From an optimization exercise on the open Yosys and OpenROAD flow, aimed at small area; shortcuts taken in it are not production practice. Only simulation tests tie the RTL to the original design; equivalence was not proved. No activity file was given, so power comes from the tool's default toggle rates. The flow treats the clock pin as an ideal source, which a real chip does not have.

## job 101
==> flow/design.v <==
package rob_pkg;
   localparam int ID_W   = 4;
   localparam int DATA_W = 64;
   localparam int RESP_W = 2;
   localparam int TAG_W  = 4;
   localparam int LEN_W  = 8;
   localparam logic [RESP_W-1:0] RESP_OKAY   = 2'b00;
   localparam logic [RESP_W-1:0] RESP_SLVERR = 2'b10;
   typedef struct packed {
      logic [ID_W-1:0]   id;
      logic [DATA_W-1:0] data;
      logic [RESP_W-1:0] resp;
      logic              last;
      logic [TAG_W-1:0]  tagid;
   } r_resp_t;
   typedef struct packed {
      logic             valid;
      logic [LEN_W-1:0] len;
      logic [TAG_W-1:0] tagid;
      logic [LEN_W-1:0] beat_cnt;
   } tag_entry_t;
endpackage
module fifo #(
   parameter int WIDTH = 8,
   parameter int DEPTH = 16
) (
   input  logic             clk,
   input  logic             rst_n,
   input  logic             wr_en,
   input  logic [WIDTH-1:0] din,
   input  logic             out_ready,
   output logic             out_valid,
   output logic [WIDTH-1:0] dout,
   output logic             full
);
   localparam int AW = $clog2(DEPTH);
   logic [DEPTH-1:0][WIDTH-1:0] r_mem;
   logic [AW-1:0]    r_wr_ptr;
   logic [DEPTH-1:0] r_rd_oh;
   logic [AW:0]      r_count;
   logic             r_out_valid;
   logic [WIDTH-1:0] r_out;
   logic             w_empty, w_pop, w_push;
   logic [WIDTH-1:0] w_head;
   assign full    = r_count[AW];
   assign w_empty = (r_count == '0);
   assign w_push  = wr_en && !full;
   assign w_pop   = !w_empty && (!r_out_valid || out_ready);
   always_comb begin
      w_head = r_out & {WIDTH{!w_pop}};
      for (int i = 0; i < DEPTH; i++)
         w_head = w_head | (r_mem[i] & {WIDTH{w_pop && r_rd_oh[i]}});
   end
   always_ff @(posedge clk or negedge rst_n) begin
      if (!rst_n) begin
         r_wr_ptr    <= '0;
         r_rd_oh     <= DEPTH'(1);
         r_count     <= '0;
         r_out_valid <= 1'b0;
      end else begin
         if (w_push) r_wr_ptr <= r_wr_ptr + 1'b1;
         if (w_pop)  r_rd_oh  <= {r_rd_oh[DEPTH-2:0], r_rd_oh[DEPTH-1]};
         if (w_push && !w_pop)      r_count <= r_count + 1'b1;
         else if (!w_push && w_pop) r_count <= r_count - 1'b1;
         if (w_pop)          r_out_valid <= 1'b1;
         else if (out_ready) r_out_valid <= 1'b0;
      end
   end
   always_ff @(posedge clk) begin
      for (int i = 0; i < DEPTH; i++) begin
         logic sel, we;
         sel = (r_wr_ptr == AW'(i)) && !full;
         we  = sel && wr_en;
         r_mem[i] <= (r_mem[i] & {WIDTH{!sel}}) | (din & {WIDTH{we}});
      end
      r_out <= w_head;
   end
   assign out_valid = r_out_valid;
   assign dout      = r_out;
endmodule
module incoming_response_buffer #(
   parameter int ID_WIDTH   = 4,
   parameter int DATA_WIDTH = 64,
   parameter int RESP_WIDTH = 2,
   parameter int TAG_WIDTH  = 4,
   parameter int LEN_WIDTH  = 8,
   parameter int FIFO_DEPTH = 16
) (
   input  logic                  clk,
   input  logic                  rst,
   input  logic                  alloc_valid,
   output logic                  alloc_ready,
   input  logic [ID_WIDTH-1:0]   alloc_id,
   input  logic [LEN_WIDTH-1:0]  alloc_len,
   input  logic [TAG_WIDTH-1:0]  alloc_tagid,
   input  logic                  in_valid,
   output logic                  in_ready,
   input  logic [ID_WIDTH-1:0]   in_id,
   input  logic [DATA_WIDTH-1:0] in_data,
   input  logic [RESP_WIDTH-1:0] in_resp,
   input  logic                  in_last,
   output logic                  out_valid,
   input  logic                  out_ready,
   output logic [ID_WIDTH-1:0]   out_id,
   output logic [DATA_WIDTH-1:0] out_data,
   output logic [RESP_WIDTH-1:0] out_resp,
   output logic                  out_last,
   output logic [TAG_WIDTH-1:0]  out_tagid,
   input  logic                  err_clr,
   output logic                  err_unexp,
   output logic                  err_len,
   output logic [ID_WIDTH:0]     alloc_count
);
   localparam int N_IDS     = 2**ID_WIDTH;
   localparam int PAYLOAD_W = ID_WIDTH + DATA_WIDTH + RESP_WIDTH + 1 + TAG_WIDTH;
   logic                 r_tv   [N_IDS];
   logic [LEN_WIDTH-1:0] r_trem [N_IDS];
   logic [TAG_WIDTH-1:0] r_ttag [N_IDS];
   logic [ID_WIDTH:0]    r_alloc_count;
   logic                 r_err_unexp;
   logic                 r_err_len;
   logic                 w_ent_valid;
   logic [LEN_WIDTH-1:0] w_ent_rem;
   logic [TAG_WIDTH-1:0] w_ent_tagid;
   rob_pkg::r_resp_t     w_push;
   logic                 w_in_fire, w_hit, w_unexp, w_at_len, w_free, w_len_err, w_alloc;
   logic                 w_fifo_full;
   logic [PAYLOAD_W-1:0] w_fifo_dout;
   rob_pkg::r_resp_t     w_out;
   assign alloc_ready = !r_tv[alloc_id];
   assign w_alloc     = alloc_valid && alloc_ready;
   assign in_ready    = !w_fifo_full;
   assign w_in_fire   = in_valid && in_ready;
   assign w_ent_valid = r_tv[in_id];
   assign w_ent_rem   = r_trem[in_id];
   assign w_ent_tagid = r_ttag[in_id];
   assign w_hit       = w_in_fire && w_ent_valid;
   assign w_unexp     = w_in_fire && !w_ent_valid;
   assign w_at_len    = (w_ent_rem == '0);
   assign w_free      = w_hit && (in_last || w_at_len);
   assign w_len_err   = w_hit && (in_last != w_at_len);
   always_comb begin
      w_push       = '0;
      w_push.id    = in_id;
      w_push.data  = in_data;
      w_push.resp  = (in_last != w_at_len) ? rob_pkg::RESP_SLVERR : in_resp;
      w_push.last  = in_last || w_at_len;
      w_push.tagid = w_ent_tagid;
   end
   always_ff @(posedge clk or negedge rst) begin
      if (!rst) begin
         for (int i = 0; i < N_IDS; i++) r_tv[i] <= 1'b0;
         r_alloc_count <= '0;
      end else begin
         if (w_free)  r_tv[in_id]    <= 1'b0;
         if (w_alloc) r_tv[alloc_id] <= 1'b1;
         if (w_alloc && !w_free)      r_alloc_count <= r_alloc_count + 1'b1;
         else if (!w_alloc && w_free) r_alloc_count <= r_alloc_count - 1'b1;
      end
   end
   logic [LEN_WIDTH-1:0] w_ent_dec;
   assign w_ent_dec = w_ent_rem - 1'b1;
   always_ff @(posedge clk) begin
      for (int i = 0; i < N_IDS; i++) begin
         logic ld, dc;
         ld = w_alloc && (alloc_id == ID_WIDTH'(i));
         dc = w_hit && !w_free && (in_id == ID_WIDTH'(i));
         r_trem[i] <= (r_trem[i] & {LEN_WIDTH{!(ld || dc)}})
                    | (alloc_len & {LEN_WIDTH{ld}})
                    | (w_ent_dec & {LEN_WIDTH{dc}});
      end
      for (int i = 0; i < N_IDS; i++) begin
         logic sel;
         sel = (alloc_id == ID_WIDTH'(i)) && !r_tv[i];
         r_ttag[i] <= (r_ttag[i] & {TAG_WIDTH{!sel}}) | (alloc_tagid & {TAG_WIDTH{sel && alloc_valid}});
      end
   end
   always_ff @(posedge clk or negedge rst) begin
      if (!rst) begin
         r_err_unexp <= 1'b0;
         r_err_len   <= 1'b0;
      end else begin
         r_err_unexp <= w_unexp   ? 1'b1 : (err_clr ? 1'b0 : r_err_unexp);
         r_err_len   <= w_len_err ? 1'b1 : (err_clr ? 1'b0 : r_err_len);
      end
   end
   fifo #(.WIDTH(PAYLOAD_W), .DEPTH(FIFO_DEPTH)) u_fifo (
      .clk       (clk),
      .rst_n     (rst),
      .wr_en     (w_hit),
      .din       (w_push),
      .out_ready (out_ready),
      .out_valid (out_valid),
      .dout      (w_fifo_dout),
      .full      (w_fifo_full)
   );
   assign w_out     = w_fifo_dout;
   assign out_id    = w_out.id;
   assign out_data  = w_out.data;
   assign out_resp  = w_out.resp;
   assign out_last  = w_out.last;
   assign out_tagid = w_out.tagid;
   assign err_unexp   = r_err_unexp;
   assign err_len     = r_err_len;
   assign alloc_count = r_alloc_count;
endmodule
==> flow/config.mk <==
export PLATFORM = sky130hd
export DESIGN_NAME = incoming_response_buffer
export DESIGN_NICKNAME = incoming_response_buffer
export VERILOG_FILES = /design/flow/design.v
export SDC_FILE = /design/flow/constraint.sdc
export NUM_CORES = 4
export LEC_CHECK = 0
export CAP_MARGIN = 20
export CORE_MARGIN = 2
export CORE_UTILIZATION = 60
export CTS_CLUSTER_DIAMETER = 95
export CTS_CLUSTER_SIZE = 28
export SLEW_MARGIN = 20
==> flow/constraint.sdc <==
create_clock -name core_clock -period 6.0 [get_ports {clk}]
set_input_delay 1.2000 -clock core_clock [delete_from_list [all_inputs] [get_ports {clk}]]
set_output_delay 1.2000 -clock core_clock [all_outputs]
set_load 0.01 [all_outputs]
standard.sh (not shown) runs the stock make flow with config.mk's settings and CLKGATE_MAP_FILE= SYNTH_SCRIPT=/design/flow/synth_recipe.tcl, a recipe that flattens the netlist after the stock synthesis.
==> flow/flow/run.sh <==
#!/bin/bash
# The standard layout (standard.sh: the standard flow's synthesis and ORFS flow, unchanged), with two
# settings passed to ORFS through its own variables:
#  - port buffers use the smallest buffer cell instead of the one buffer_ports picks;
#  - CTS clusters sinks as config.mk's CTS_CLUSTER_* do, without dummy balancing loads.
set -euo pipefail
export BUFFER_PORTS_ARGS="-buffer_cell sky130_fd_sc_hd__buf_1"
export CTS_ARGS="-sink_clustering_enable -repair_clock_nets -sink_clustering_size 28 -sink_clustering_max_diameter 95 -dont_use_dummy_load"
bash standard.sh > standard.log 2>&1
Modified inputs, job 105 compared to job 101
--- a/flow/design.v
+++ b/flow/design.v
@@ -167,15 +167,11 @@
          dc = w_hit && !w_free && (in_id == ID_WIDTH'(i));
          r_trem[i] <= (r_trem[i] & {LEN_WIDTH{!(ld || dc)}})
                     | (alloc_len & {LEN_WIDTH{ld}})
                     | (w_ent_dec & {LEN_WIDTH{dc}});
       end
-      for (int i = 0; i < N_IDS; i++) begin
-         logic sel;
-         sel = (alloc_id == ID_WIDTH'(i)) && !r_tv[i];
-         r_ttag[i] <= (r_ttag[i] & {TAG_WIDTH{!sel}}) | (alloc_tagid & {TAG_WIDTH{sel && alloc_valid}});
-      end
+      if (w_alloc) r_ttag[alloc_id] <= alloc_tagid;
    end
    always_ff @(posedge clk or negedge rst) begin
       if (!rst) begin
          r_err_unexp <= 1'b0;
          r_err_len   <= 1'b0;
--- outcome ---
Going from job 101 to job 105, width of the die now sits at about the same level; achievable frequency now sits lower; count of fill cells added during filler insertion now sits at about the same level; number of global-route vias before repair now sits lower; sequential share of power now sits at about the same level.

-- re-timing with driven ports --
In the flow no input, the clock included, has a driving cell. The finished layouts below were timed again as built, in two steps.
Step 1: set_driving_cell puts a clkbuf_16 on clk and a buf_2 on each other input, an assumption about the parent block.
Step 2, shift: input delay + t, output delay - t, t = (earliest + latest rising clock arrival at the registers) / 2. This alone moves slack from input paths to output paths.
Three values: no drivers, after step 1, after step 2; two values: the first two.
run | t, ns | setup slack, ns | hold slack, ns | worst data-port slew with drivers (ns)
job 101 | 0.750 | 1.136 / 1.189 / 0.438 | 0.460 / 0.460 / 0.460 | 0.09
job 105 | 0.772 | 0.899 / 0.926 / 0.154 | 0.464 / 0.464 / 0.464 | 0.07
After both steps setup and hold are still met in every run listed. For job 105, which loses most, drivers alone change the setup slack by +0.027 ns; drivers and shift together by -0.745 ns.
